Source: an optimization exercise on an open RTL-to-GDS flow (aim: a short achievable clock period and few clock cycles). Production flows keep margins and buffers that such runs may drop.
Where RTL was checked, it was by simulation tests only, not by an equivalence proof against the original.
Only the layout flow was run in runs 1 and 2; the RTL was not checked for function there.
No activity file was given, so power comes from the tool's default toggle rates.

===== config.mk =====
export PLATFORM = sky130hd
export DESIGN_NAME = pipeline_cpu
export DESIGN_NICKNAME = pipeline_cpu
export VERILOG_FILES = /design/flow/design.v
export SDC_FILE = /design/flow/constraint.sdc
export NUM_CORES = 4
export LEC_CHECK = 0
export CAP_MARGIN = 20
export CORE_MARGIN = 2
export CORE_UTILIZATION = 60
export SETUP_SLACK_MARGIN = 4.0
export SLEW_MARGIN = 20
export SYNTH_HIERARCHICAL = 1
export TNS_END_PERCENT = 100

===== constraint.sdc =====
create_clock -name core_clock -period 6.5 [get_ports {clock}]
set_input_delay 1.3000 -clock core_clock [delete_from_list [all_inputs] [get_ports {clock}]]
set_output_delay 1.3000 -clock core_clock [all_outputs]
set_load 0.01 [all_outputs]

===== design.v =====
`default_nettype none
module c_inv   (input logic a, output logic y); assign y = ~a; endmodule
module c_nand2 (input logic a, input logic b, output logic y); assign y = ~(a & b); endmodule
module c_nor2  (input logic a, input logic b, output logic y); assign y = ~(a | b); endmodule
module c_xor2  (input logic a, input logic b, output logic y); assign y = a ^ b; endmodule
module c_xnor2 (input logic a, input logic b, output logic y); assign y = ~(a ^ b); endmodule
module c_nand2b (input logic a, input logic bn, output logic y); assign y = ~(a & ~bn); endmodule
module c_nor2b  (input logic a, input logic bn, output logic y); assign y = ~(a | ~bn); endmodule
module c_o21ai (input logic pn, input logic gn_lo, input logic gn, output logic g);
    assign g = ~((pn | gn_lo) & gn);
endmodule
module c_a21oi (input logic p, input logic g_lo, input logic g, output logic gn);
    assign gn = ~((p & g_lo) | g);
endmodule
module ks_tree #(parameter int W = 32, parameter int LV = 5) (
    input  logic [W-1:0] gn0,
    input  logic [W-1:0] pn0,
    output logic [W-1:0] go
);
    logic [W-1:0] g [0:LV];
    logic [W-1:0] p [0:LV];
    assign g[0] = gn0;
    assign p[0] = pn0;
    genvar k, i;
    generate
        for (k = 1; k <= LV; k++) begin : lvl
            localparam int D = 1 << (k - 1);
            for (i = 0; i < W; i++) begin : bit_
                if (i >= D) begin : comb
                    if (k % 2 == 1) begin : odd    
                        c_o21ai ug (.pn(p[k-1][i]), .gn_lo(g[k-1][i-D]), .gn(g[k-1][i]), .g(g[k][i]));
                        c_nor2  up (.a(p[k-1][i]), .b(p[k-1][i-D]), .y(p[k][i]));
                    end else begin : even          
                        c_a21oi ug (.p(p[k-1][i]), .g_lo(g[k-1][i-D]), .g(g[k-1][i]), .gn(g[k][i]));
                        c_nand2 up (.a(p[k-1][i]), .b(p[k-1][i-D]), .y(p[k][i]));
                    end
                end else begin : pass
                    c_inv ug (.a(g[k-1][i]), .y(g[k][i]));
                    assign p[k][i] = 1'b0;    
                end
            end
        end
    endgenerate
    assign go = g[LV];
endmodule
module fast_add #(parameter int W = 32, parameter int LV = 5, parameter bit SUB = 0) (
    input  logic [W-1:0] a,
    input  logic [W-1:0] b,
    output logic [W-1:0] sum,
    output logic         cout
);
    logic [W-1:0] gn0, pn0, x, c;
    genvar i;
    generate
        for (i = 0; i < W; i++) begin : l0
            if (!SUB) begin : add
                c_nand2 ug (.a(a[i]), .b(b[i]), .y(gn0[i]));
                c_nor2  up (.a(a[i]), .b(b[i]), .y(pn0[i]));
                c_xor2  ux (.a(a[i]), .b(b[i]), .y(x[i]));
            end else if (i == 0) begin : sub0
                c_nor2b ug (.a(a[i]), .bn(b[i]), .y(gn0[i]));
                assign pn0[i] = 1'b1;
                c_xnor2 ux (.a(a[i]), .b(b[i]), .y(x[i]));
            end else begin : sub
                c_nand2b ug (.a(a[i]), .bn(b[i]), .y(gn0[i]));
                c_nor2b  up (.a(a[i]), .bn(b[i]), .y(pn0[i]));
                c_xnor2  ux (.a(a[i]), .b(b[i]), .y(x[i]));
            end
        end
    endgenerate
    ks_tree #(.W(W), .LV(LV)) u_t (.gn0(gn0), .pn0(pn0), .go(c));
    generate
        if (!SUB) begin : s0a
            assign sum[0] = x[0];
        end else begin : s0s
            c_inv us (.a(x[0]), .y(sum[0]));
        end
        for (i = 1; i < W; i++) begin : s
            c_xor2 us (.a(x[i]), .b(c[i-1]), .y(sum[i]));
        end
    endgenerate
    assign cout = c[W-1];
endmodule
`default_nettype wire
`default_nettype none
module ks_and #(parameter int W = 32, parameter int LV = 5, parameter bit INV_IN = 0) (
    input  logic [W-1:0] x,
    output logic [W-1:0] o,
    output logic         out_true
);
    logic [W-1:0] t [0:LV];
    assign t[0] = x;
    genvar k, i;
    generate
        for (k = 1; k <= LV; k++) begin : lvl
            localparam int D = 1 << (k - 1);
            localparam bit TRUE_IN = (((k - 1) + INV_IN) % 2) == 0;
            for (i = 0; i < W; i++) begin : bit_
                if (i >= D) begin : comb
                    if (TRUE_IN) begin : n
                        c_nand2 u (.a(t[k-1][i]), .b(t[k-1][i-D]), .y(t[k][i]));
                    end else begin : r
                        c_nor2 u (.a(t[k-1][i]), .b(t[k-1][i-D]), .y(t[k][i]));
                    end
                end else begin : pass
                    c_inv u (.a(t[k-1][i]), .y(t[k][i]));
                end
            end
        end
    endgenerate
    assign o = t[LV];
    assign out_true = ((LV + INV_IN) % 2) == 0;
endmodule
module fast_incdec #(parameter int W = 32, parameter int LV = 5, parameter bit DEC = 0) (
    input  logic [W-1:0] x,
    output logic [W-1:0] y
);
    logic [W-1:0] o;
    logic         ot;
    ks_and #(.W(W), .LV(LV), .INV_IN(DEC)) u_t (.x(x), .o(o), .out_true(ot));
    localparam bit OT = ((LV + DEC) % 2) == 0;
    genvar i;
    generate
        c_inv u0 (.a(x[0]), .y(y[0]));
        for (i = 1; i < W; i++) begin : b
            if (OT) begin : t
                c_xor2 u (.a(x[i]), .b(o[i-1]), .y(y[i]));
            end else begin : n
                c_xnor2 u (.a(x[i]), .b(o[i-1]), .y(y[i]));
            end
        end
    endgenerate
endmodule
module fast_eq32 (
    input  logic [31:0] a,
    input  logic [31:0] b,
    output logic        eq
);
    logic [31:0] d;
    logic [15:0] l1;
    logic [7:0]  l2;
    logic [3:0]  l3;
    logic [1:0]  l4;
    genvar i;
    generate
        for (i = 0; i < 32; i++) begin : x
            c_xor2 u (.a(a[i]), .b(b[i]), .y(d[i]));
        end
        for (i = 0; i < 16; i++) begin : g1
            c_nor2 u (.a(d[2*i]), .b(d[2*i+1]), .y(l1[i]));       
        end
        for (i = 0; i < 8; i++) begin : g2
            c_nand2 u (.a(l1[2*i]), .b(l1[2*i+1]), .y(l2[i]));    
        end
        for (i = 0; i < 4; i++) begin : g3
            c_nor2 u (.a(l2[2*i]), .b(l2[2*i+1]), .y(l3[i]));     
        end
        for (i = 0; i < 2; i++) begin : g4
            c_nand2 u (.a(l3[2*i]), .b(l3[2*i+1]), .y(l4[i]));    
        end
    endgenerate
    c_nor2 u5 (.a(l4[0]), .b(l4[1]), .y(eq));
endmodule
`default_nettype wire
`default_nettype none
module fwd7 (
    input  logic [6:0]  sel,
    input  logic [31:0] r,
    input  logic [31:0] q,
    input  logic [31:0] m_add,
    input  logic [31:0] m_sub,
    input  logic [31:0] m_addi,
    input  logic [31:0] m_shift,
    input  logic [31:0] m_logic,
    output logic [31:0] y
);
    genvar i;
    generate
        for (i = 0; i < 32; i++) begin : b
            oh7 u (.d({m_logic[i], m_shift[i], m_addi[i], m_sub[i], m_add[i], q[i], r[i]}),
                   .s(sel), .y(y[i]));
        end
    endgenerate
endmodule
module oh4 (input logic [3:0] d, input logic [3:0] s, output logic y);
    assign y = |(d & s);
endmodule
module oh16 (input logic [15:0] d, input logic [15:0] s, output logic y);
    assign y = |(d & s);
endmodule
module oh7 (input logic [6:0] d, input logic [6:0] s, output logic y);
    assign y = |(d & s);
endmodule
module shifter (
    input  logic [31:0] a,
    input  logic [3:0]  lo,
    input  logic [7:0]  hl,
    input  logic [7:0]  hr,
    output logic [31:0] y
);
    logic [31:0] l1, r1;
    genvar i, k;
    generate
        for (i = 0; i < 32; i++) begin : s1
            logic [3:0] dl, dr;
            for (k = 0; k < 4; k++) begin : t
                assign dl[k] = (i - k >= 0) ? a[(i - k >= 0) ? i - k : 0] : 1'b0;
                assign dr[k] = a[(i + k > 31) ? 31 : i + k];
            end
            oh4 ul (.d(dl), .s(lo), .y(l1[i]));
            oh4 ur (.d(dr), .s(lo), .y(r1[i]));
        end
        for (i = 0; i < 32; i++) begin : s2
            logic [15:0] d, sel;
            for (k = 0; k < 8; k++) begin : t
                assign d[k]     = (i - 4 * k >= 0) ? l1[(i - 4 * k >= 0) ? i - 4 * k : 0] : 1'b0;
                assign d[k + 8] = (i + 4 * k > 31) ? a[31] : r1[(i + 4 * k > 31) ? 31 : i + 4 * k];
            end
            assign sel = {hr, hl};
            oh16 u (.d(d), .s(sel), .y(y[i]));
        end
    endgenerate
endmodule
module pipeline_cpu (
    input  logic        clock,
    input  logic        arst_n,
    output logic [31:0] address_imem,
    input  logic [31:0] q_imem,
    output logic [31:0] address_dmem,
    output logic [31:0] data_dmem,
    output logic        wren,
    input  logic [31:0] q_dmem,
    output logic        ctrl_write_enable,
    output logic [4:0]  ctrl_write_reg,
    output logic [4:0]  ctrl_read_reg_a,
    output logic [4:0]  ctrl_read_reg_b,
    output logic [31:0] data_write_reg,
    input  logic [31:0] data_read_reg_a,
    input  logic [31:0] data_read_reg_b
);
    logic [31:0] pc;
    logic [31:0] ras;          
    logic        x_valid;
    logic        x_jr, x_bne, x_blt, x_sw, x_lw;
    logic [7:0]  x_sel;        
    logic [3:0]  x_sh_lo;      
    logic [7:0]  x_sh_hl;      
    logic [7:0]  x_sh_hr;      
    logic [31:0] x_imm;
    logic [31:0] x_pc1;        
    logic [31:0] x_ptgt;       
    logic        x_pred;       
    logic        x_we;         
    logic [4:0]  x_dest;
    logic [4:0]  x_ra, x_rb;   
    logic [6:0]  x_fa, x_fb;   
    logic        m_we, m_ld, m_wren;
    logic [4:0]  m_dest;
    logic [2:0]  m_sel;        
    logic [31:0] m_add, m_sub, m_addi, m_shift, m_logic;
    logic [31:0] m_store;
    logic        m_bne, m_blt, m_jr, m_pred, m_eq, m_lt, m_jreq;
    logic [31:0] m_redirect;
    logic        w_we;
    logic [4:0]  w_dest;
    logic [31:0] w_data;
    logic        mispredict;   
    logic [31:0] ctr_hi, ctr_lo;   
    logic [4:0]  x_bidx, m_bidx;
    logic        x_static, m_static;
    logic [31:0] insn;
    logic [4:0]  opcode;
    logic [4:0]  f_rd, f_rs, f_rt, f_func;
    logic [31:0] f_imm;
    logic [31:0] pc1;
    logic        f_r, f_j, f_bne, f_jal, f_jr, f_addi, f_blt, f_sw, f_lw;
    assign address_imem = pc;
    assign insn   = q_imem;
    assign opcode = insn[31:27];
    assign f_rd   = insn[26:22];
    assign f_rs   = insn[21:17];
    assign f_rt   = insn[16:12];
    assign f_func = insn[6:2];
    assign f_imm  = {{15{insn[16]}}, insn[16:0]};
    assign f_r    = opcode == 5'd0;
    assign f_j    = opcode == 5'd1;
    assign f_bne  = opcode == 5'd2;
    assign f_jal  = opcode == 5'd3;
    assign f_jr   = opcode == 5'd4;
    assign f_addi = opcode == 5'd5;
    assign f_blt  = opcode == 5'd6;
    assign f_sw   = opcode == 5'd7;
    assign f_lw   = opcode == 5'd8;
    fast_incdec #(.W(32), .LV(5), .DEC(0)) u_pc1 (.x(pc), .y(pc1));
    logic        f_near;
    logic [7:0]  lo_sum;
    logic        lo_c;
    logic [23:0] hi_inc, hi_dec, hi_sel;
    logic [31:0] near_tgt;
    assign f_near = (insn[16:8] == 9'h000) | (insn[16:8] == 9'h1FF);
    fast_add #(.W(8), .LV(3), .SUB(1)) u_lo (.a(pc[7:0]), .b(~insn[7:0]), .sum(lo_sum), .cout(lo_c));
    fast_incdec #(.W(24), .LV(5), .DEC(0)) u_hinc (.x(pc[31:8]), .y(hi_inc));
    fast_incdec #(.W(24), .LV(5), .DEC(1)) u_hdec (.x(pc[31:8]), .y(hi_dec));
    always_comb begin
        case ({insn[16], lo_c})
            2'b01:   hi_sel = hi_inc;     
            2'b10:   hi_sel = hi_dec;     
            default: hi_sel = pc[31:8];
        endcase
    end
    assign near_tgt = {hi_sel, lo_sum};
    logic f_static, f_dir, f_pred;
    assign f_static = f_bne | (f_blt & insn[16]);
    assign f_dir    = ctr_hi[pc[4:0]] ? f_static : ~f_static;
    assign f_pred   = f_near & (f_bne | f_blt) & f_dir;
    logic [31:0] other_pc, pc_next;
    always_comb begin
        if (mispredict)        other_pc = m_redirect;
        else if (f_j | f_jal)  other_pc = {5'd0, insn[26:0]};
        else if (f_jr)         other_pc = ras;
        else                   other_pc = pc1;
    end
    assign pc_next = (f_pred & ~mispredict) ? near_tgt : other_pc;
    logic [4:0] f_ra, f_rb;
    assign f_ra = f_rs;
    assign f_rb = (insn[28] | insn[29]) ? f_rd : f_rt;
    logic [4:0] f_dest;
    logic       f_we;
    assign f_dest = f_jal ? 5'd31 : f_rd;
    assign f_we   = (f_r | f_addi | f_lw | f_jal) & (f_dest != 5'd0);
    logic fwd_ok, fa_hit, fb_hit, x_logic_sel, x_shift_sel;
    assign x_logic_sel = x_sel[2] | x_sel[3] | x_sel[7];
    assign x_shift_sel = x_sel[4] | x_sel[5];
    assign fwd_ok = x_live & x_we;
    assign fa_hit = fwd_ok & (x_dest == f_ra);
    assign fb_hit = fwd_ok & (x_dest == f_rb);
    logic [31:0] m_result;
    logic [31:0] a, b, aa, ab, ca, cb;
    fwd7 u_fa (.sel(x_fa), .r(data_read_reg_a), .q(q_dmem), .m_add(m_add), .m_sub(m_sub), .m_addi(m_addi), .m_shift(m_shift), .m_logic(m_logic), .y(a));
    fwd7 u_fb (.sel(x_fb), .r(data_read_reg_b), .q(q_dmem), .m_add(m_add), .m_sub(m_sub), .m_addi(m_addi), .m_shift(m_shift), .m_logic(m_logic), .y(b));
    fwd7 u_faa (.sel(x_fa), .r(data_read_reg_a), .q(q_dmem), .m_add(m_add), .m_sub(m_sub), .m_addi(m_addi), .m_shift(m_shift), .m_logic(m_logic), .y(aa));
    fwd7 u_fab (.sel(x_fb), .r(data_read_reg_b), .q(q_dmem), .m_add(m_add), .m_sub(m_sub), .m_addi(m_addi), .m_shift(m_shift), .m_logic(m_logic), .y(ab));
    fwd7 u_fca (.sel(x_fa), .r(data_read_reg_a), .q(q_dmem), .m_add(m_add), .m_sub(m_sub), .m_addi(m_addi), .m_shift(m_shift), .m_logic(m_logic), .y(ca));
    fwd7 u_fcb (.sel(x_fb), .r(data_read_reg_b), .q(q_dmem), .m_add(m_add), .m_sub(m_sub), .m_addi(m_addi), .m_shift(m_shift), .m_logic(m_logic), .y(cb));
    assign ctrl_read_reg_a = x_ra;
    assign ctrl_read_reg_b = x_rb;
    logic [31:0] add_rr, sub_rr, add_ri;
    logic co_add, co_sub, co_adi, co_brt;
    fast_add #(.W(32), .LV(5), .SUB(0)) u_add (.a(aa), .b(ab),    .sum(add_rr), .cout(co_add));
    fast_add #(.W(32), .LV(5), .SUB(1)) u_sub (.a(aa), .b(ab),    .sum(sub_rr), .cout(co_sub));
    fast_add #(.W(32), .LV(5), .SUB(0)) u_adi (.a(aa), .b(x_imm), .sum(add_ri), .cout(co_adi));
    logic [31:0] shift_r;
    shifter u_sh (.a(a), .lo(x_sh_lo), .hl(x_sh_hl), .hr(x_sh_hr), .y(shift_r));
    logic eq, ge_c, lt;
    logic [31:0] cmp_unused;
    fast_eq32 u_eq (.a(ca), .b(cb), .eq(eq));
    fast_add #(.W(32), .LV(5), .SUB(1)) u_cmp (.a({~cb[31], cb[30:0]}), .b({~ca[31], ca[30:0]}), .sum(cmp_unused), .cout(ge_c));
    assign lt = ~ge_c;
    logic jreq;
    fast_eq32 u_jreq (.a(b), .b(x_ptgt), .eq(jreq));
    logic [31:0] x_brt, redirect_pc;
    fast_add #(.W(32), .LV(5), .SUB(0)) u_brt (.a(x_pc1), .b(x_imm), .sum(x_brt), .cout(co_brt));
    assign redirect_pc = x_jr ? b : (x_pred ? x_pc1 : x_brt);
    logic [31:0] logic_r;
    assign logic_r = ({32{x_sel[2]}} & (a & b)) | ({32{x_sel[3]}} & (a | b))
                   | ({32{x_sel[7]}} & x_pc1);
    logic x_live;
    assign x_live = x_valid & ~mispredict;
    assign mispredict = (m_bne & (m_eq == m_pred)) | (m_blt & (m_lt ^ m_pred)) | (m_jr & ~m_jreq);
    assign m_result = ({32{m_sel[0]}} & m_add) | ({32{m_sel[1]}} & m_sub)
                    | ({32{m_sel[2]}} & m_addi) | m_shift | m_logic;
    assign address_dmem = m_addi;
    assign data_dmem    = m_store;
    assign wren         = m_wren;
    assign ctrl_write_enable = w_we;
    assign ctrl_write_reg    = w_dest;
    assign data_write_reg    = w_data;
    always_ff @(posedge clock or negedge arst_n) begin
        if (!arst_n) begin
            pc      <= '0;
            x_valid <= 1'b0;
            m_we    <= 1'b0;
            m_ld    <= 1'b0;
            m_wren  <= 1'b0;
            m_bne   <= 1'b0;
            m_blt   <= 1'b0;
            m_jr    <= 1'b0;
            w_we    <= 1'b0;
        end else begin
            pc      <= pc_next;
            x_valid <= ~mispredict;
            m_we    <= x_live & x_we;
            m_ld    <= x_live & x_lw;
            m_wren  <= x_live & x_sw;
            m_bne   <= x_live & x_bne;
            m_blt   <= x_live & x_blt;
            m_jr    <= x_live & x_jr;
            w_we    <= m_we;
        end
    end
    logic m_taken, m_agree;
    assign m_taken = m_bne ? ~m_eq : m_lt;
    assign m_agree = m_taken == m_static;
    always_ff @(posedge clock or negedge arst_n) begin
        if (!arst_n) begin
            ctr_hi <= '1;
            ctr_lo <= '0;
        end else begin
            for (int e = 0; e < 32; e++) begin
                if ((m_bne | m_blt) && m_bidx == e) begin
                    if (m_agree) begin
                        ctr_hi[e] <= ctr_hi[e] | ctr_lo[e];
                        ctr_lo[e] <= ~ctr_lo[e] | ctr_hi[e];
                    end else begin
                        ctr_hi[e] <= ctr_hi[e] & ctr_lo[e];
                        ctr_lo[e] <= ctr_hi[e] & ~ctr_lo[e];
                    end
                end
            end
        end
    end
    always_ff @(posedge clock) begin
        if (f_jal) ras <= pc1;
        x_bidx     <= pc[4:0];
        m_bidx     <= x_bidx;
        x_static   <= f_static;
        m_static   <= x_static;
        x_jr       <= f_jr;
        x_bne      <= f_bne;
        x_blt      <= f_blt;
        x_sw       <= f_sw;
        x_lw       <= f_lw;
        x_sel[0]   <= f_r & (f_func == 5'd0);
        x_sel[1]   <= f_r & (f_func == 5'd1);
        x_sel[2]   <= f_r & (f_func == 5'd2);
        x_sel[3]   <= f_r & (f_func == 5'd3);
        x_sel[4]   <= f_r & (f_func == 5'd4);
        x_sel[5]   <= f_r & (f_func == 5'd5);
        x_sel[6]   <= f_addi | f_lw | f_sw;
        x_sel[7]   <= f_jal;
        for (int k = 0; k < 4; k++) x_sh_lo[k] <= insn[8:7] == k;
        for (int k = 0; k < 8; k++) x_sh_hl[k] <= (insn[11:9] == k) & f_r & (f_func == 5'd4);
        for (int k = 0; k < 8; k++) x_sh_hr[k] <= (insn[11:9] == k) & f_r & (f_func == 5'd5);
        x_imm      <= f_imm;
        x_pc1      <= pc1;
        x_ptgt     <= ras;
        x_pred     <= f_pred;
        x_we       <= f_we;
        x_dest     <= f_dest;
        x_ra       <= f_ra;
        x_rb       <= f_rb;
        x_fa       <= {fa_hit & x_logic_sel, fa_hit & x_shift_sel, fa_hit & x_sel[6] & ~x_lw, fa_hit & x_sel[1], fa_hit & x_sel[0], fa_hit & x_lw, ~fa_hit};
        x_fb       <= {fb_hit & x_logic_sel, fb_hit & x_shift_sel, fb_hit & x_sel[6] & ~x_lw, fb_hit & x_sel[1], fb_hit & x_sel[0], fb_hit & x_lw, ~fb_hit};
        m_dest     <= x_dest;
        m_sel      <= {x_sel[6], x_sel[1], x_sel[0]};
        m_add      <= add_rr;
        m_sub      <= sub_rr;
        m_addi     <= add_ri;
        m_shift    <= shift_r;
        m_logic    <= logic_r;
        m_store    <= b;
        m_pred     <= x_pred;
        m_eq       <= eq;
        m_lt       <= lt;
        m_jreq     <= jreq;
        m_redirect <= redirect_pc;
        w_dest     <= m_dest;
        w_data     <= m_ld ? q_dmem : m_result;
    end
endmodule
`default_nettype wire

===== run.sh =====
#!/bin/bash
# synth_recipe.tcl (not shown) runs the flow's synth.tcl, then flattens the netlist and writes it again
# the make line also repeats each setting of config.mk as NAME=value (left out here)
make -C /OpenROAD-flow-scripts/flow DESIGN_CONFIG=/design/flow/config.mk WORK_HOME=/design/flow/orfs CLKGATE_MAP_FILE= SYNTH_SCRIPT=/design/flow/synth_recipe.tcl finish

==> qor.txt, run 1 <==
Starting Density -> 60.61%
Final weighted congestion in routability-driven placement -> 1.083
Total of buffers placed on input and output ports -> 274
Average size of a mapped cell -> 8.063 µm²
Total clock buffers created by CTS -> 61
Height of the die -> 270.2 µm
Number of cells in the design after placement -> 6553
Remaining global-route overflow -> 29
Stage reached -> 5_1_grt
Cell Area, Synth -> 0.04252 mm²
Maximum number of pins on one net before global-route repair -> 97
Root Buffer Master -> sky130_fd_sc_hd__clkbuf_16
CTS Hold Buffers Added -> 0
Via count of the first global-routing pass -> 57470
Longest Clk Path Bufs -> 3
Outcome -> aborted with a tool error
# IOs -> 275
Synth warn -> 23
Wire length of the first global-routing pass -> 388000 µm
Maximum level of the CTS H-tree -> 2
Cells after Synth -> 5273
Cell Rows -> 97
Final HPWL DP -> 130200 µm
Error that stopped the run -> [ERROR GRT-0116] Global routing finished with congestion. Check the congestion regions in the DRC Viewer.
Width of the die -> 270.2 µm
Total Routing Usage GR -> 70.17%
[worst max-delay path by stage]
| stage | startpoint | endpoint | slack [ns] | cells past startpoint |
|---|---|---|---|---|
| floorplan | data_read_reg_a[31] | m_shift[18] | 2.56 | 7 |
| global placement | q_imem[7] | pc[15] | 2.00 | 11 |
| detailed placement | q_imem[7] | pc[23] | 1.88 | 11 |
| CTS | q_imem[14] | pc[28] | 3.49 | 10 |
[what timing repair did]
item	4_1_cts
cloned	26
pin swaps	667
endpoints found under the setup margin	413
setup buffers	513
gates resized for setup	1951
[power groups by stage]
stage	clock, W	sequential (W)	combinational [W]
3_3_place_gp	0	0.00535	0.00483
3_5_place_dp	0	0.00535	0.00490
4_1_cts	0.00355	0.00498	0.00641
2_1_floorplan	0	0.00489	0.00336
[stage by stage]
stage               worst slack [ns]  area, µm²  power (W)  hold WS, ns
floorplan                      2.556      44080   0.008251       0.3096
CTS                            3.487      58790    0.01494       0.3272
global placement               1.997      47970    0.01018       0.3101
detailed placement             1.879      47970    0.01025       0.3121
[layer usage]
metal,global-route usage (%),GRT overflow
met1,72.26,0
met2,88.79,13
met3,52.45,1
met4,64.45,15
met5,21.64,0
==> run 2: changes to the inputs <==
--- a/design.v
+++ b/design.v
@@ -260,14 +260,21 @@
     logic [31:0] m_add, m_sub, m_addi, m_shift, m_logic;
     logic [31:0] m_store;
     logic        m_bne, m_blt, m_jr, m_pred, m_eq, m_lt, m_jreq;
-    logic [31:0] m_redirect;
+    logic [31:0] m_redirect, m_jrt, m_brt, m_pc1r;
+    logic        x_cross, m_cross;
     logic        w_we;
     logic [4:0]  w_dest;
     logic [31:0] w_data;
     logic        mispredict;   
+    logic        m_taken;
+    assign m_taken = m_bne ? ~m_eq : m_lt;
     logic [31:0] ctr_hi, ctr_lo;   
     logic [4:0]  x_bidx, m_bidx;
     logic        x_static, m_static;
+    logic [4:0]  lp_cur [0:15];
+    logic [4:0]  lp_trip [0:15];
+    logic [15:0] lp_seen, lp_conf, lp_exit;
+    logic        m_back;
     logic [31:0] insn;
     logic [4:0]  opcode;
     logic [4:0]  f_rd, f_rs, f_rt, f_func;
@@ -292,26 +299,17 @@
     assign f_sw   = opcode == 5'd7;
     assign f_lw   = opcode == 5'd8;
     fast_incdec #(.W(32), .LV(5), .DEC(0)) u_pc1 (.x(pc), .y(pc1));
-    logic        f_near;
+    logic        f_near, f_cross;
     logic [7:0]  lo_sum;
     logic        lo_c;
-    logic [23:0] hi_inc, hi_dec, hi_sel;
     logic [31:0] near_tgt;
     assign f_near = (insn[16:8] == 9'h000) | (insn[16:8] == 9'h1FF);
     fast_add #(.W(8), .LV(3), .SUB(1)) u_lo (.a(pc[7:0]), .b(~insn[7:0]), .sum(lo_sum), .cout(lo_c));
-    fast_incdec #(.W(24), .LV(5), .DEC(0)) u_hinc (.x(pc[31:8]), .y(hi_inc));
-    fast_incdec #(.W(24), .LV(5), .DEC(1)) u_hdec (.x(pc[31:8]), .y(hi_dec));
-    always_comb begin
-        case ({insn[16], lo_c})
-            2'b01:   hi_sel = hi_inc;     
-            2'b10:   hi_sel = hi_dec;     
-            default: hi_sel = pc[31:8];
-        endcase
-    end
-    assign near_tgt = {hi_sel, lo_sum};
+    assign f_cross  = lo_c ^ insn[16];
+    assign near_tgt = {pc[31:8], lo_sum};
     logic f_static, f_dir, f_pred;
     assign f_static = f_bne | (f_blt & insn[16]);
-    assign f_dir    = ctr_hi[pc[4:0]] ? f_static : ~f_static;
+    assign f_dir    = (insn[16] & lp_exit[pc[3:0]]) ? 1'b0 : (ctr_hi[pc[4:0]] ? f_static : ~f_static);
     assign f_pred   = f_near & (f_bne | f_blt) & f_dir;
     logic [31:0] other_pc, pc_next;
     always_comb begin
@@ -358,15 +356,15 @@
     assign lt = ~ge_c;
     logic jreq;
     fast_eq32 u_jreq (.a(b), .b(x_ptgt), .eq(jreq));
-    logic [31:0] x_brt, redirect_pc;
+    logic [31:0] x_brt;
     fast_add #(.W(32), .LV(5), .SUB(0)) u_brt (.a(x_pc1), .b(x_imm), .sum(x_brt), .cout(co_brt));
-    assign redirect_pc = x_jr ? b : (x_pred ? x_pc1 : x_brt);
     logic [31:0] logic_r;
     assign logic_r = ({32{x_sel[2]}} & (a & b)) | ({32{x_sel[3]}} & (a | b))
                    | ({32{x_sel[7]}} & x_pc1);
     logic x_live;
     assign x_live = x_valid & ~mispredict;
-    assign mispredict = (m_bne & (m_eq == m_pred)) | (m_blt & (m_lt ^ m_pred)) | (m_jr & ~m_jreq);
+    assign mispredict = ((m_bne | m_blt) & ((m_taken ^ m_pred) | (m_pred & m_cross))) | (m_jr & ~m_jreq);
+    assign m_redirect = m_jr ? m_jrt : (m_taken ? m_brt : m_pc1r);
     assign m_result = ({32{m_sel[0]}} & m_add) | ({32{m_sel[1]}} & m_sub)
                     | ({32{m_sel[2]}} & m_addi) | m_shift | m_logic;
     assign address_dmem = m_addi;
@@ -398,8 +396,7 @@
             w_we    <= m_we;
         end
     end
-    logic m_taken, m_agree;
-    assign m_taken = m_bne ? ~m_eq : m_lt;
+    logic m_agree;
     assign m_agree = m_taken == m_static;
     always_ff @(posedge clock or negedge arst_n) begin
         if (!arst_n) begin
@@ -419,8 +416,36 @@
             end
         end
     end
+    always_ff @(posedge clock or negedge arst_n) begin
+        if (!arst_n) begin
+            for (int e = 0; e < 16; e++) lp_cur[e] <= '0;
+            lp_seen <= '0;
+            lp_conf <= '0;
+            lp_exit <= '0;
+        end else begin
+            for (int e = 0; e < 16; e++) begin
+                if ((m_bne | m_blt) && m_back && m_bidx[3:0] == e) begin
+                    if (m_taken) begin
+                        if (lp_cur[e] != 5'd31) lp_cur[e] <= lp_cur[e] + 5'd1;
+                        lp_exit[e] <= lp_conf[e] & (lp_cur[e] + 5'd2 == lp_trip[e]);
+                    end else begin
+                        lp_cur[e]  <= '0;
+                        lp_seen[e] <= 1'b1;
+                        lp_conf[e] <= lp_seen[e] & (lp_trip[e] == lp_cur[e] + 5'd1);
+                        lp_exit[e] <= lp_seen[e] & (lp_trip[e] == lp_cur[e] + 5'd1) & (lp_cur[e] == 5'd0);
+                    end
+                end
+            end
+        end
+    end
+    always_ff @(posedge clock) begin
+        for (int e = 0; e < 16; e++) begin
+            if ((m_bne | m_blt) && m_back && m_bidx[3:0] == e && !m_taken) lp_trip[e] <= lp_cur[e] + 5'd1;
+        end
+    end
     always_ff @(posedge clock) begin
         if (f_jal) ras <= pc1;
+        m_back     <= x_imm[31];
         x_bidx     <= pc[4:0];
         m_bidx     <= x_bidx;
         x_static   <= f_static;
@@ -445,6 +470,7 @@
         x_pc1      <= pc1;
         x_ptgt     <= ras;
         x_pred     <= f_pred;
+        x_cross    <= f_cross;
         x_we       <= f_we;
         x_dest     <= f_dest;
         x_ra       <= f_ra;
@@ -463,7 +489,10 @@
         m_eq       <= eq;
         m_lt       <= lt;
         m_jreq     <= jreq;
-        m_redirect <= redirect_pc;
+        m_jrt      <= b;
+        m_brt      <= x_brt;
+        m_pc1r     <= x_pc1;
+        m_cross    <= x_cross;
         w_dest     <= m_dest;
         w_data     <= m_ld ? q_dmem : m_result;
     end
==> flow/run.sh (new file) <==
#!/bin/bash
# Standard layout, with one extra step after placement: the port buffers
# that placement inserted are set to sky130 buf_8 (they stay buffers, one
# per port), and the resizer repairs setup once without the footprint
# restriction. Then the standard flow runs on to the end.
set -e
cp standard.sh standard_sh.log
cp config.mk config_mk.log
bash standard.sh place > std_place.log 2>&1
R=orfs/results/sky130hd/pipeline_cpu/base
ls -la $R > results_ls.log
openroad -exit -no_init flow/fix_io.tcl > fix_io.log 2>&1
bash standard.sh finish > std_finish.log 2>&1
==> flow/fix_io.tcl (new file) <==
# Port buffers to buf_8, then one setup repair on the placed design
set R orfs/results/sky130hd/pipeline_cpu/base
set P $::env(FLOW_HOME)/platforms/sky130hd
read_db $R/3_place.odb
read_liberty $P/lib/sky130_fd_sc_hd__tt_025C_1v80.lib
read_sdc $R/3_place.sdc
source $P/setRC.tcl
set db [ord::get_db]
set block [ord::get_db_block]
set buf8 [$db findMaster sky130_fd_sc_hd__buf_8]
set n 0
foreach bt [$block getBTerms] {
  set net [$bt getNet]
  if { $net == "NULL" } { continue }
  if { [$bt getSigType] != "SIGNAL" } { continue }
  if { [$net getName] == "clock" } { continue }
  foreach it [$net getITerms] {
    set inst [$it getInst]
    set m [[$inst getMaster] getName]
    if { [string match "sky130_fd_sc_hd__buf*" $m] || [string match "sky130_fd_sc_hd__clkbuf*" $m] || [string match "sky130_fd_sc_hd__clkdlybuf*" $m] || [string match "sky130_fd_sc_hd__dlygate*" $m] } {
      puts "port [$bt getName]: [$inst getName] $m -> buf_8"
      $inst swapMaster $buf8
      incr n
    }
  }
}
puts "swapped $n port buffers"
estimate_parasitics -placement
report_worst_slack -max
repair_timing -setup_margin 4.0 -repair_tns 100 -verbose
report_worst_slack -max
detailed_placement
check_placement -verbose
write_db $R/3_place.odb
==> standard.sh (new file) <==
#!/bin/bash
# synth_recipe.tcl (not shown) runs the flow's synth.tcl, then flattens the netlist and writes it again
# the make line also repeats each setting of config.mk as NAME=value (left out here)
make -C /OpenROAD-flow-scripts/flow DESIGN_CONFIG=/design/flow/config.mk WORK_HOME=/design/flow/orfs CLKGATE_MAP_FILE= SYNTH_SCRIPT=/design/flow/synth_recipe.tcl "${@:-finish}"
removed: run.sh
==> run 2 against run 1 <==
Compared with the run above:
- the run again fails in 5_1_grt
- synthesized cell count is 13% higher
- synthesized area is 23% higher
==> qor.txt, run 2 <==
Worst endpoint type -> sequential cell input
Total clock buffers created by CTS -> 89 (+46%)
CTS Hold Buffers Added -> 0 (unchanged)
Outcome -> aborted with a tool error
Post-place instance area -> 0.05812 mm² (+21%)
Stage reached -> 5_1_grt
Final weighted congestion in routability-driven placement -> 1.062 (-2.0%)
Total of buffers placed on input and output ports -> 274 (unchanged)
Height of the die -> 299.8 µm (+11%)
Longest Clk Path Bufs -> 3 (unchanged)
Cell Rows -> 108 (+11%)
Error that stopped the run -> [ERROR GRT-0232] Routing congestion too high. Check the congestion heatmap in the GUI.
DP Worst Slack -> 1.829 ns (-0.05017 ns)
# IOs -> 275 (unchanged)
Root Buffer Master -> sky130_fd_sc_hd__clkbuf_16
Maximum level of the CTS H-tree -> 3 (+1)
Cell Area, Synth -> 0.05249 mm² (+23%)
Starting Density -> 60.50% (-0.11 points)
Total Routing Usage GR -> 67.92%
Synth warn -> 21 (-8.7%)
Maximum number of pins on one net before global-route repair -> 109
Width of the die -> 299.8 µm (+11%)
Final HPWL DP -> 154400 µm (+19%)
Number of cells in the design after placement -> 7472 (+14%)
Cells after Synth -> 5982 (+13%)
Endpoint with the least setup slack after the last global-route repair -> m_sub[18]$_DFF_P_/D
Remaining global-route overflow -> 7
Average size of a mapped cell -> 8.774 µm² (+8.8%)
-- run 2: power groups by stage --
stage	combinational [W]	clock (W)	sequential, W
2_1_floorplan	0.00275	0	0.00645
3_3_place_gp	0.00422	0	0.00680
3_5_place_dp	0.00428	0	0.00681
4_1_cts	0.00580	0.00549	0.00661
-- run 2: repair_timing --
item / CTS
pin swaps: 276
endpoints found under the setup margin: 279
cloned: 11
resized for setup: 397
buffers inserted: 217
-- run 2: through the flow --
stage                     util, %  hold slack, ns
after floorplan                 -          0.3096
after global placement      66.99          0.3097
after detailed placement    66.99          0.3128
after CTS                   83.13          0.3294
-- run 2: worst min path at each step --
| stage | to | slack, ns | depth (start not counted) |
|---|---|---|---|
| after CTS | m_bidx[1] | 0.33 | 0 |
| after detailed placement | m_bidx[1] | 0.31 | 0 |
| after global placement | m_bidx[0] | 0.31 | 0 |
| after floorplan | m_bidx[0] | 0.31 | 0 |
-- run 2: per-layer routing --
layer / GRT overflow / global-route usage (%)
met1: 1 / 70.88
met2: 3 / 85.63
met3: 0 / 50.93
met4: 3 / 59.25
met5: 0 / 26.87
==> run 3: changes to the inputs <==
--- a/design.v
+++ b/design.v
@@ -163,6 +163,37 @@
 endmodule
 `default_nettype wire
 `default_nettype none
+module c_a22oi (input logic a1, input logic a2, input logic b1, input logic b2, output logic y);
+    assign y = ~((a1 & a2) | (b1 & b2));
+endmodule
+module c_nand4 (input logic a, input logic b, input logic c, input logic d, output logic y);
+    assign y = ~(a & b & c & d);
+endmodule
+`default_nettype wire
+`default_nettype none
+module pc_sel (
+    input  logic        s,
+    input  logic [31:0] a,
+    input  logic [31:0] b,
+    output logic [31:0] y
+);
+    assign y = s ? a : b;
+endmodule
+module fsel (
+    input  logic       hit,
+    input  logic       x_lw,
+    input  logic [7:0] x_sel,
+    output logic [6:0] y
+);
+    assign y = {hit & (x_sel[2] | x_sel[3] | x_sel[7]), hit & (x_sel[4] | x_sel[5]),
+                hit & x_sel[6] & ~x_lw, hit & x_sel[1], hit & x_sel[0], hit & x_lw, ~hit};
+endmodule
+module rd32 (input logic [4:0] idx, input logic [31:0] v, output logic y);
+    assign y = v[idx];
+endmodule
+module rd16 (input logic [3:0] idx, input logic [15:0] v, output logic y);
+    assign y = v[idx];
+endmodule
 module fwd7 (
     input  logic [6:0]  sel,
     input  logic [31:0] r,
@@ -174,11 +205,15 @@
     input  logic [31:0] m_logic,
     output logic [31:0] y
 );
+    logic [31:0] t0, t1, t2, t3;
     genvar i;
     generate
         for (i = 0; i < 32; i++) begin : b
-            oh7 u (.d({m_logic[i], m_shift[i], m_addi[i], m_sub[i], m_add[i], q[i], r[i]}),
-                   .s(sel), .y(y[i]));
+            c_a22oi u0 (.a1(sel[0]), .a2(r[i]),      .b1(sel[1]), .b2(q[i]),       .y(t0[i]));
+            c_a22oi u1 (.a1(sel[2]), .a2(m_add[i]),  .b1(sel[3]), .b2(m_sub[i]),   .y(t1[i]));
+            c_a22oi u2 (.a1(sel[4]), .a2(m_addi[i]), .b1(sel[5]), .b2(m_shift[i]), .y(t2[i]));
+            c_nand2 u3 (.a(sel[6]), .b(m_logic[i]), .y(t3[i]));
+            c_nand4 u4 (.a(t0[i]), .b(t1[i]), .c(t2[i]), .d(t3[i]), .y(y[i]));
         end
     endgenerate
 endmodule
@@ -239,6 +274,9 @@
     input  logic [31:0] data_read_reg_b
 );
     logic [31:0] pc;
+    logic [31:0] pc_o;         
+    logic [4:0]  pcx;          
+    logic [31:0] m_addr_o;     
     logic [31:0] ras;          
     logic        x_valid;
     logic        x_jr, x_bne, x_blt, x_sw, x_lw;
@@ -253,7 +291,7 @@
     logic        x_we;         
     logic [4:0]  x_dest;
     logic [4:0]  x_ra, x_rb;   
-    logic [6:0]  x_fa, x_fb;   
+    logic [6:0]  x_fa, x_fb, x_faa, x_fab, x_fca, x_fcb;
     logic        m_we, m_ld, m_wren;
     logic [4:0]  m_dest;
     logic [2:0]  m_sel;        
@@ -281,7 +319,7 @@
     logic [31:0] f_imm;
     logic [31:0] pc1;
     logic        f_r, f_j, f_bne, f_jal, f_jr, f_addi, f_blt, f_sw, f_lw;
-    assign address_imem = pc;
+    assign address_imem = pc_o;
     assign insn   = q_imem;
     assign opcode = insn[31:27];
     assign f_rd   = insn[26:22];
@@ -309,7 +347,10 @@
     assign near_tgt = {pc[31:8], lo_sum};
     logic f_static, f_dir, f_pred;
     assign f_static = f_bne | (f_blt & insn[16]);
-    assign f_dir    = (insn[16] & lp_exit[pc[3:0]]) ? 1'b0 : (ctr_hi[pc[4:0]] ? f_static : ~f_static);
+    logic bht_agree, lp_exit_rd;
+    rd32 u_bht (.idx(pcx), .v(ctr_hi), .y(bht_agree));
+    rd16 u_lpx (.idx(pcx[3:0]), .v(lp_exit), .y(lp_exit_rd));
+    assign f_dir    = (insn[16] & lp_exit_rd) ? 1'b0 : (bht_agree ? f_static : ~f_static);
     assign f_pred   = f_near & (f_bne | f_blt) & f_dir;
     logic [31:0] other_pc, pc_next;
     always_comb begin
@@ -318,7 +359,13 @@
         else if (f_jr)         other_pc = ras;
         else                   other_pc = pc1;
     end
-    assign pc_next = (f_pred & ~mispredict) ? near_tgt : other_pc;
+    logic        sel_near;
+    logic [31:0] pc_next_o;
+    assign sel_near = f_pred & ~mispredict;
+    pc_sel u_pcn  (.s(sel_near), .a(near_tgt), .b(other_pc), .y(pc_next));
+    pc_sel u_pcno (.s(sel_near), .a(near_tgt), .b(other_pc), .y(pc_next_o));
+    logic [31:0] pc_next_x;
+    pc_sel u_pcnx (.s(sel_near), .a(near_tgt), .b(other_pc), .y(pc_next_x));
     logic [4:0] f_ra, f_rb;
     assign f_ra = f_rs;
     assign f_rb = (insn[28] | insn[29]) ? f_rd : f_rt;
@@ -327,6 +374,13 @@
     assign f_dest = f_jal ? 5'd31 : f_rd;
     assign f_we   = (f_r | f_addi | f_lw | f_jal) & (f_dest != 5'd0);
     logic fwd_ok, fa_hit, fb_hit, x_logic_sel, x_shift_sel;
+    logic [6:0] n_fa, n_fb, n_faa, n_fab, n_fca, n_fcb;
+    fsel u_sfa  (.hit(fa_hit), .x_lw(x_lw), .x_sel(x_sel), .y(n_fa));
+    fsel u_sfb  (.hit(fb_hit), .x_lw(x_lw), .x_sel(x_sel), .y(n_fb));
+    fsel u_sfaa (.hit(fa_hit), .x_lw(x_lw), .x_sel(x_sel), .y(n_faa));
+    fsel u_sfab (.hit(fb_hit), .x_lw(x_lw), .x_sel(x_sel), .y(n_fab));
+    fsel u_sfca (.hit(fa_hit), .x_lw(x_lw), .x_sel(x_sel), .y(n_fca));
+    fsel u_sfcb (.hit(fb_hit), .x_lw(x_lw), .x_sel(x_sel), .y(n_fcb));
     assign x_logic_sel = x_sel[2] | x_sel[3] | x_sel[7];
     assign x_shift_sel = x_sel[4] | x_sel[5];
     assign fwd_ok = x_live & x_we;
@@ -336,10 +390,10 @@
     logic [31:0] a, b, aa, ab, ca, cb;
     fwd7 u_fa (.sel(x_fa), .r(data_read_reg_a), .q(q_dmem), .m_add(m_add), .m_sub(m_sub), .m_addi(m_addi), .m_shift(m_shift), .m_logic(m_logic), .y(a));
     fwd7 u_fb (.sel(x_fb), .r(data_read_reg_b), .q(q_dmem), .m_add(m_add), .m_sub(m_sub), .m_addi(m_addi), .m_shift(m_shift), .m_logic(m_logic), .y(b));
-    fwd7 u_faa (.sel(x_fa), .r(data_read_reg_a), .q(q_dmem), .m_add(m_add), .m_sub(m_sub), .m_addi(m_addi), .m_shift(m_shift), .m_logic(m_logic), .y(aa));
-    fwd7 u_fab (.sel(x_fb), .r(data_read_reg_b), .q(q_dmem), .m_add(m_add), .m_sub(m_sub), .m_addi(m_addi), .m_shift(m_shift), .m_logic(m_logic), .y(ab));
-    fwd7 u_fca (.sel(x_fa), .r(data_read_reg_a), .q(q_dmem), .m_add(m_add), .m_sub(m_sub), .m_addi(m_addi), .m_shift(m_shift), .m_logic(m_logic), .y(ca));
-    fwd7 u_fcb (.sel(x_fb), .r(data_read_reg_b), .q(q_dmem), .m_add(m_add), .m_sub(m_sub), .m_addi(m_addi), .m_shift(m_shift), .m_logic(m_logic), .y(cb));
+    fwd7 u_faa (.sel(x_faa), .r(data_read_reg_a), .q(q_dmem), .m_add(m_add), .m_sub(m_sub), .m_addi(m_addi), .m_shift(m_shift), .m_logic(m_logic), .y(aa));
+    fwd7 u_fab (.sel(x_fab), .r(data_read_reg_b), .q(q_dmem), .m_add(m_add), .m_sub(m_sub), .m_addi(m_addi), .m_shift(m_shift), .m_logic(m_logic), .y(ab));
+    fwd7 u_fca (.sel(x_fca), .r(data_read_reg_a), .q(q_dmem), .m_add(m_add), .m_sub(m_sub), .m_addi(m_addi), .m_shift(m_shift), .m_logic(m_logic), .y(ca));
+    fwd7 u_fcb (.sel(x_fcb), .r(data_read_reg_b), .q(q_dmem), .m_add(m_add), .m_sub(m_sub), .m_addi(m_addi), .m_shift(m_shift), .m_logic(m_logic), .y(cb));
     assign ctrl_read_reg_a = x_ra;
     assign ctrl_read_reg_b = x_rb;
     logic [31:0] add_rr, sub_rr, add_ri;
@@ -347,6 +401,9 @@
     fast_add #(.W(32), .LV(5), .SUB(0)) u_add (.a(aa), .b(ab),    .sum(add_rr), .cout(co_add));
     fast_add #(.W(32), .LV(5), .SUB(1)) u_sub (.a(aa), .b(ab),    .sum(sub_rr), .cout(co_sub));
     fast_add #(.W(32), .LV(5), .SUB(0)) u_adi (.a(aa), .b(x_imm), .sum(add_ri), .cout(co_adi));
+    logic [31:0] addr_o;
+    logic        co_ado;
+    fast_add #(.W(32), .LV(5), .SUB(0)) u_ado (.a(ca), .b(x_imm), .sum(addr_o), .cout(co_ado));
     logic [31:0] shift_r;
     shifter u_sh (.a(a), .lo(x_sh_lo), .hl(x_sh_hl), .hr(x_sh_hr), .y(shift_r));
     logic eq, ge_c, lt;
@@ -367,7 +424,7 @@
     assign m_redirect = m_jr ? m_jrt : (m_taken ? m_brt : m_pc1r);
     assign m_result = ({32{m_sel[0]}} & m_add) | ({32{m_sel[1]}} & m_sub)
                     | ({32{m_sel[2]}} & m_addi) | m_shift | m_logic;
-    assign address_dmem = m_addi;
+    assign address_dmem = m_addr_o;
     assign data_dmem    = m_store;
     assign wren         = m_wren;
     assign ctrl_write_enable = w_we;
@@ -376,6 +433,8 @@
     always_ff @(posedge clock or negedge arst_n) begin
         if (!arst_n) begin
             pc      <= '0;
+            pc_o    <= '0;
+            pcx     <= '0;
             x_valid <= 1'b0;
             m_we    <= 1'b0;
             m_ld    <= 1'b0;
@@ -386,6 +445,8 @@
             w_we    <= 1'b0;
         end else begin
             pc      <= pc_next;
+            pc_o    <= pc_next_o;
+            pcx     <= pc_next_x[4:0];
             x_valid <= ~mispredict;
             m_we    <= x_live & x_we;
             m_ld    <= x_live & x_lw;
@@ -475,13 +536,18 @@
         x_dest     <= f_dest;
         x_ra       <= f_ra;
         x_rb       <= f_rb;
-        x_fa       <= {fa_hit & x_logic_sel, fa_hit & x_shift_sel, fa_hit & x_sel[6] & ~x_lw, fa_hit & x_sel[1], fa_hit & x_sel[0], fa_hit & x_lw, ~fa_hit};
-        x_fb       <= {fb_hit & x_logic_sel, fb_hit & x_shift_sel, fb_hit & x_sel[6] & ~x_lw, fb_hit & x_sel[1], fb_hit & x_sel[0], fb_hit & x_lw, ~fb_hit};
+        x_fa       <= n_fa;
+        x_fb       <= n_fb;
+        x_faa      <= n_faa;
+        x_fab      <= n_fab;
+        x_fca      <= n_fca;
+        x_fcb      <= n_fcb;
         m_dest     <= x_dest;
         m_sel      <= {x_sel[6], x_sel[1], x_sel[0]};
         m_add      <= add_rr;
         m_sub      <= sub_rr;
         m_addi     <= add_ri;
+        m_addr_o   <= addr_o;
         m_shift    <= shift_r;
         m_logic    <= logic_r;
         m_store    <= b;
==> flow/run.sh (replaced) <==
#!/bin/bash
# The standard layout, with the resizer free to change a cell's footprint
# (so the port buffers and other cells can take any buffer or gate size).
set -e
bash standard.sh MATCH_CELL_FOOTPRINT=0 finish > std_finish.log 2>&1
--- a/config.mk
+++ b/config.mk
@@ -7,7 +7,7 @@
 export LEC_CHECK = 0
 export CAP_MARGIN = 20
 export CORE_MARGIN = 2
-export CORE_UTILIZATION = 60
+export CORE_UTILIZATION = 50
 export SETUP_SLACK_MARGIN = 4.0
 export SLEW_MARGIN = 20
 export SYNTH_HIERARCHICAL = 1
removed: flow/fix_io.tcl
==> run 3 against run 2 <==
Compared with the run above:
- now clean on timing, DRC and antenna
- synthesized area increased by 17%
- synthesized cell count rose by 9.9%
==> qor.txt, run 3 <==
M1 GR Usage -> 57.34%
Critical path depth -> 11
Slew at the pin closest to its max-slew limit -> 1.293 ns
Family with the most delay on the worst path -> multiplexers
Setup slack of the most critical reg-to-reg path -> 3.28 ns
Maximum number of pins on one net before global-route repair -> 129
Root Buffer Master -> sky130_fd_sc_hd__clkbuf_16
Remaining global-route overflow -> 0
Clk_skew -> 0.06427 ns
Clock latency on the worst-skew pair -> 0.75 ns
Crit. End Element -> register
Starting Density -> 50.34% (-10 points)
Synth warn -> 21 (unchanged)
Clock transition at the registers of the reported paths -> 0.06 ns
Total Routing Usage GR -> 44.12%
Reported max-cap violation count -> 0
Max Fanout on Critical Path -> 8
Largest registers -> lp_cur x80, lp_trip x80
Number of DRC violations after detailed routing -> 0
Fraction of met3 tracks used by global routing -> 16.43%
Cell with the largest stage delay on the worst path -> sky130_fd_sc_hd__mux4_2
Final #Nets -> 7812
Startpoint Class -> register
Proportion of layout cells with a drive suffix above 1 -> 40.78%
Delay of the slowest critical-path stage -> 0.64 ns
Hold Vio Cnt, Final -> 0
Total of buffers placed on input and output ports -> 274 (unchanged)
Width of the die -> 354.1 µm (+18%)
Cell Area, Synth -> 0.06127 mm² (+17%)
Area growth from synthesis to layout -> 29.65%
Wire length per cell -> 31.72 µm
Clock Sink Count -> 906
Cell mode on critical path -> sky130_fd_sc_hd__mux2i_4
Highest-utilization routing layer at the global route stage -> met2
# IOs -> 275 (unchanged)
Final HPWL DP -> 196800 µm (+27%)
Data required time at the worst endpoint -> 7.11 ns
Post-layout minimum cycle time -> 3.222 ns
Share of the clock period used by the worst path -> 49.56%
Critical path destination -> pc[17]
Leakage -> 31.78 nW
Crit Reg-Reg Startpoint -> pcx[0]
Outcome -> timing/DRC/antenna clean
Most frequent cells in the layout -> sky130_fd_sc_hd__nand2_1, sky130_fd_sc_hd__a22oi_2, sky130_fd_sc_hd__buf_4
Endpoints failing setup -> 0
TritonCTS clock tree -> built
Final weighted congestion in routability-driven placement -> 1.079 (+1.6%)
Setup ws final -> 3.278 ns
DRT antenna net count -> 0
Most common library cell in the layout ignoring fill and taps -> sky130_fd_sc_hd__nand2_1
Starting DRC count in detailed routing -> 8924
Cell area after layout -> 0.07944 mm²
DP Worst Slack -> 1.892 ns (+0.06284 ns)
Total wire length -> 296300 µm
Fmax -> 0.3104 GHz
Remaining max-slew budget at the tightest pin -> 13.83%
Met2 Resource Use GR -> 61.76%
Crit path from -> pcx[0]
Cells on Worst Hold Path -> 0
Power per cell area -> 242.4 mW/mm²
Placeable Area -> 0.1217 mm²
Worst reg-to-reg path cell count -> 11
Number of pins with negative max-slew slack in the final report -> 0
Cell Rows -> 128 (+19%)
RSZ-0062 raised after global routing -> yes
Average size of a mapped cell -> 9.316 µm² (+6.2%)
HP Class -> register to register
Number of vias per cell after detailed routing -> 6.701
Worst-case vdd ir drop -> 236.5 µV
Count of vias placed by the detailed router -> 62597
Cells after Synth -> 6577 (+9.9%)
Via count of the first global-routing pass -> 57465
Maximum level of the CTS H-tree -> 3 (unchanged)
Total clock buffers created by CTS -> 102 (+15%)
Total die area -> 0.1254 mm²
End of the worst register-to-register path -> pc[17]
Worst path buffer plus inverter count -> 3
Post-place instance area -> 0.06755 mm² (+16%)
Height of the die -> 354.1 µm (+18%)
Drt first pass iters -> 9
Data arrival at the endpoint of the critical path -> 3.84 ns
Ordered list of cells on the worst path -> buf_12 > mux4_2 > mux2i_4 > mux2i_4 > nand4b_1 > nor3_2 > a21oi_2 > nor4_4 > buf_8 > clkbuf_16 > mux2_4
Wire length of the first global-routing pass -> 407600 µm
Antenna violations before repair -> 10
Longest Clk Path Bufs -> 3 (unchanged)
Setup CP Type -> register to register
==> run 3: worst min path at each step <==
stage | from | to | slack [ns]
3_3_place_gp | x_bidx[0] | m_bidx[0] | 0.31
5_1_grt | m_dest[4] | w_dest[4] | 0.31
3_5_place_dp | x_bidx[4] | m_bidx[4] | 0.31
4_1_cts | m_dest[4] | w_dest[4] | 0.30
2_1_floorplan | x_bidx[0] | m_bidx[0] | 0.31
6_report | m_dest[4] | w_dest[4] | 0.30
==> run 3: stage by stage <==
stage	hold slack [ns]	utilization, %	TNS [ns]	power (W)	instances
3_5_place_dp	0.3121	55.50	0	0.01250	8604
3_3_place_gp	0.3108	55.49	0	0.01248	8603
6_report	0.3037	65.27	0	0.01926	9342
4_1_cts	0.3012	62.21	0	0.01869	9176
2_1_floorplan	0.3096	-	-0.5838	0.01040	6694
5_1_grt	0.3064	65.25	0	0.01980	9333
==> run 3: metal layers <==
| layer | share of wire, % | routed length, µm |
|---|---|---|
| met2 | 40 | 117900 |
| met4 | 8.0 | 23820 |
| met5 | 0.078 | 230 |
| met1 | 38 | 112700 |
| met3 | 14 | 41680 |
==> run 3: power breakdown <==
| group | total, W | internal (W) | switching [W] |
|---|---|---|---|
| Clock | 0.00594 | 0.00331 | 0.00264 |
| Sequential | 0.00775 | 0.00645 | 0.00130 |
| Combinational | 0.00557 | 0.00219 | 0.00338 |
==> run 3: what timing repair did <==
item / 4_1_cts / 5_1_grt
cloned: 19 / 15
hold buffers: 0 / 0
pin swaps: 216 / 330
setup endpoints to repair: 705 / 483
gates resized for setup: 1142 / 724
buffers inserted: 360 / 141
hold endpoints to repair: 0 / 0
==> run 3: layout make-up <==
| class | count | area, µm² |
|---|---|---|
| Antenna cell | 10 | 25.02 |
| Clock buffer | 147 | 2988 |
| Clock inverter | 46 | 425.4 |
| Fill cell | 10106 | 42280 |
| Inverter | 271 | 1055 |
| Multi-Input combinational cell | 5408 | 42750 |
| Sequential cell | 906 | 20930 |
| Tap cell | 1625 | 2033 |
| Timing Repair Buffer | 928 | 9219 |
| Timing Repair inverter | 1 | 7.507 |
Testbench counts of run 3, summed over its fixed seeds: cycles 591,592.
==> run 4: changes to the inputs <==
==> run.sh (new file) <==
#!/bin/bash
# synth_recipe.tcl (not shown) runs the flow's synth.tcl, then flattens the netlist and writes it again
# the make line also repeats each setting of config.mk as NAME=value (left out here)
make -C /OpenROAD-flow-scripts/flow DESIGN_CONFIG=/design/flow/config.mk WORK_HOME=/design/flow/orfs CLKGATE_MAP_FILE= SYNTH_SCRIPT=/design/flow/synth_recipe.tcl finish
--- a/config.mk
+++ b/config.mk
@@ -7,7 +7,7 @@
 export LEC_CHECK = 0
 export CAP_MARGIN = 20
 export CORE_MARGIN = 2
-export CORE_UTILIZATION = 50
+export CORE_UTILIZATION = 45
 export SETUP_SLACK_MARGIN = 4.0
 export SLEW_MARGIN = 20
 export SYNTH_HIERARCHICAL = 1
removed: flow/run.sh
removed: standard.sh
==> run 4 against run 3 <==
Compared with the run above:
- still clean on timing, DRC and antenna
- die area is 11% higher
- power is 1.6% higher
- combinational power is 2% higher
- synthesized cell count stayed put
- critical endpoint is now pc_o[30]
- largest cell class unchanged
- largest power group unchanged
==> qor.txt, run 4 <==
Outcome -> timing/DRC/antenna clean
Clock latency on the worst-skew pair -> 0.75 ns (about the same)
CTS Hold Buffers Added -> 0 (unchanged)
Cells after Synth -> 6577 (unchanged)
Number of vias per cell after detailed routing -> 6.491 (-3.1%)
Clock share of power -> 31.5% (+0.7 points)
Endpoints failing setup -> 0 (unchanged)
Height of the die -> 373.0 µm (+5.3%)
Crit path from -> pcx[0]
Reported max-cap violation count -> 0 (unchanged)
Count of vias placed by the detailed router -> 61750 (-1.4%)
Combinational fraction of design power -> 29.0% (about the same)
Number of cells in the design after placement -> 8791 (+2.2%)
Worst-case vdd ir drop -> 211.2 µV (-11%)
Post-place instance area -> 0.06799 mm² (+0.66%)
Post-layout minimum cycle time -> 3.327 ns (+0.1057 ns)
Placeable Area -> 0.1353 mm² (+11%)
Wire length of the first global-routing pass -> 406900 µm (-0.15%)
Clock Sink Count -> 906 (unchanged)
Average size of a mapped cell -> 9.316 µm² (unchanged)
Root Buffer Master -> sky130_fd_sc_hd__clkbuf_16
Clock transition at the registers of the reported paths -> 0.06 ns (about the same)
Most common library cell in the layout ignoring fill and taps -> sky130_fd_sc_hd__nand2_1
Share of total power in sequential cells -> 39.5% (-0.7 points)
Net Sw Power -> 0.007393 W (+1.0%)
Power per cell area -> 244.3 mW/mm² (+0.78%)
DRT antenna net count -> 0 (unchanged)
Starting Density -> 45.29% (-5.1 points)
Hold Vio Cnt, Final -> 0 (unchanged)
Final weighted congestion in routability-driven placement -> 1.074 (-0.42%)
Longest Clk Path Bufs -> 3 (unchanged)
Crit Reg-Reg Startpoint -> pcx[0]
Cell area after layout -> 0.08010 mm² (+0.83%)
Total power -> 0.01957 W (+1.6%)
Total die area -> 0.1391 mm² (+11%)
Total clock buffers created by CTS -> 103 (+0.98%)
# IOs -> 275 (unchanged)
Number of pins with negative max-slew slack in the final report -> 0 (unchanged)
Switching share of power -> 37.78% (-0.22 points)
Maximum level of the CTS H-tree -> 3 (unchanged)
Fmax -> 0.3006 GHz (-3.2%)
Share of the clock period used by the worst path -> 51.19% (+1.6 points)
Startpoint Class -> register
Leakage -> 31.78 nW (about the same)
Proportion of layout cells with a drive suffix above 1 -> 42.39% (+1.6 points)
Post-route insts no fill -> 9513 (+1.8%)
Number of DRC violations after detailed routing -> 0 (unchanged)
Data required time at the worst endpoint -> 7.11 ns (about the same)
Via count of the first global-routing pass -> 57058 (-0.71%)
Drt first pass iters -> 7 (-2)
Maximum number of pins on one net before global-route repair -> 126 (-2.3%)
Number of filler instances in the final layout -> 11823 (+17%)
Starting DRC count in detailed routing -> 8222 (-7.9%)
Setup slack of the most critical reg-to-reg path -> 3.17 ns (-0.11 ns)
Final #Nets -> 7834 (+0.28%)
Int Pwr -> 0.01218 W (+2.0%)
Width of the die -> 373.0 µm (+5.3%)
Final HPWL DP -> 204100 µm (+3.7%)
Crit. End Element -> register
HP Class -> register to register
RSZ-0062 raised after global routing -> yes
Remaining global-route overflow -> 0 (unchanged)
Source of the worst hold timing path -> m_dest[1]
Total Routing Usage GR -> 39.64% (-4.5 points)
Cell Rows -> 135 (+5.5%)
Largest registers -> lp_cur x80, lp_trip x80
Remaining max-slew budget at the tightest pin -> 24.03% (+10 points)
Total wire length -> 293900 µm (-0.81%)
Data arrival at the endpoint of the critical path -> 3.93 ns (+0.09 ns)
Total of buffers placed on input and output ports -> 274 (unchanged)
Most frequent cells in the layout -> sky130_fd_sc_hd__nand2_1, sky130_fd_sc_hd__a22oi_2, sky130_fd_sc_hd__buf_4
Slew at the pin closest to its max-slew limit -> 1.139 ns (-0.1531 ns)
Wire length per cell -> 30.90 µm (-2.6%)
Antenna violations before repair -> 7 (-3)
Max Fanout on Critical Path -> 7 (-1)
Setup CP Type -> register to register
TritonCTS clock tree -> built
Clk_skew -> 0.05025 ns (-0.01403 ns)
Area growth from synthesis to layout -> 30.72%
Synth warn -> 21 (unchanged)
Cell Area, Synth -> 0.06127 mm² (unchanged)
==> run 4: through the flow <==
| step | util, % | TNS, ns | setup slack (ns) | hold slack [ns] |
|---|---|---|---|---|
| finish | 59.20 | 0 | 3.173 | 0.3209 |
| global route | 59.20 | 0 | 3.149 | 0.3221 |
| CTS | 56.22 | 0 | 3.201 | 0.3174 |
| detailed placement | 50.25 | 0 | 1.791 | 0.3135 |
| global placement | 50.22 | 0 | 1.695 | 0.3099 |
| floorplan | - | -0.5838 | -0.06991 | 0.3096 |
==> run 4: power groups by stage <==
stage	combinational [W]	clock [W]	sequential, W
after floorplan	0.00310	0	0.00730
after global routing	0.00594	0.00644	0.00776
final	0.00567	0.00617	0.00773
after CTS	0.00516	0.00621	0.00765
after global placement	0.00482	0	0.00774
after detailed placement	0.00482	0	0.00775
==> run 4: repair_timing <==
action                      CTS  global route
resized for setup          1663           750
cloned                        9            11
pin swaps                   217           336
buffers inserted            361           144
setup endpoints to repair   653           483
==> run 4: path summary, 6_finish.rpt <==
check | end | cells past startpoint
worst max-delay path | pc_o[30] | 12
worst min-delay path | w_dest[1] | 0
worst max register to register | pc_o[30] | 12
worst min register to register | w_dest[1] | 0
max in group asynchronous | pc_o[14] | 2
min in group asynchronous | lp_cur[6][3] | 1
==> run 4: cell type report <==
cell class                      instances  area, µm²  area share, %
Clock inverter                         56      563.0         0.7029
Sequential cell                       906      20970          26.17
Timing Repair inverter                  1      7.507       0.009372
Antenna cell                            2      5.005       0.006248
Clock buffer                          139       2992          3.735
Timing Repair Buffer                  951       9175          11.45
Inverter                              271       1036          1.293
Tap cell                             1781       2228          2.782
Multi-Input combinational cell       5406      43130          53.84
==> run 4: worst max-delay path, cell delays in order, from the launching register on <==
cell	delay, ns
sky130_fd_sc_hd__dfrtp_2	0.37
sky130_fd_sc_hd__buf_12	0.14
sky130_fd_sc_hd__mux4_2	0.59
sky130_fd_sc_hd__mux2i_2	0.23
sky130_fd_sc_hd__mux2i_4	0.18
sky130_fd_sc_hd__nand4b_1	0.23
sky130_fd_sc_hd__nor3_2	0.25
sky130_fd_sc_hd__a21oi_4	0.11
sky130_fd_sc_hd__nor4_4	0.24
sky130_fd_sc_hd__buf_6	0.21
sky130_fd_sc_hd__buf_12	0.13
sky130_fd_sc_hd__clkbuf_16	0.17
sky130_fd_sc_hd__mux2_4	0.31
==> run 4: metal layers <==
| metal | routed length, µm | vias up | global-route usage, % | part of all wire, % |
|---|---|---|---|---|
| met4 | 20710 | 10 | 22.68 | 7.0 |
| met3 | 36090 | 1114 | 12.93 | 12 |
| met1 | 116600 | 30036 | 51.80 | 40 |
| met2 | 120400 | 4150 | 57.06 | 41 |
| met5 | 65 | - | 0 | 0.022 |
| li1 | - | 26440 | - | - |

-- afterwards: timing with drivers on the ports --
Ports are ideal in the flow. The routed layouts listed here were re-timed in OpenROAD.
Step 1 sets driving cells, clkbuf_16 on the clock port and buf_2 on the other inputs (assumed; they add their load-dependent delay and slew).
Step 2 adds t to the input delays and takes it off the output delays; t is the mean of the earliest and latest rising clock arrival at the registers after step 1. Input paths then give back, and output paths get back, about the clock's delay inside the block.
a / b / c = no drivers / after step 1 / after step 2; a / b = the first two.
run	shift t [ns]	slack for setup (ns)	worst setup path at the end
run 3	0.802	3.278 / 3.279 / 2.801	input to register
run 4	0.807	3.173 / 3.173 / 2.606	input to register
After both steps setup and hold are still met in every run listed. The setup slack of run 4, which loses most, moves by 0.000 ns with the drivers and by -0.567 ns with both steps.
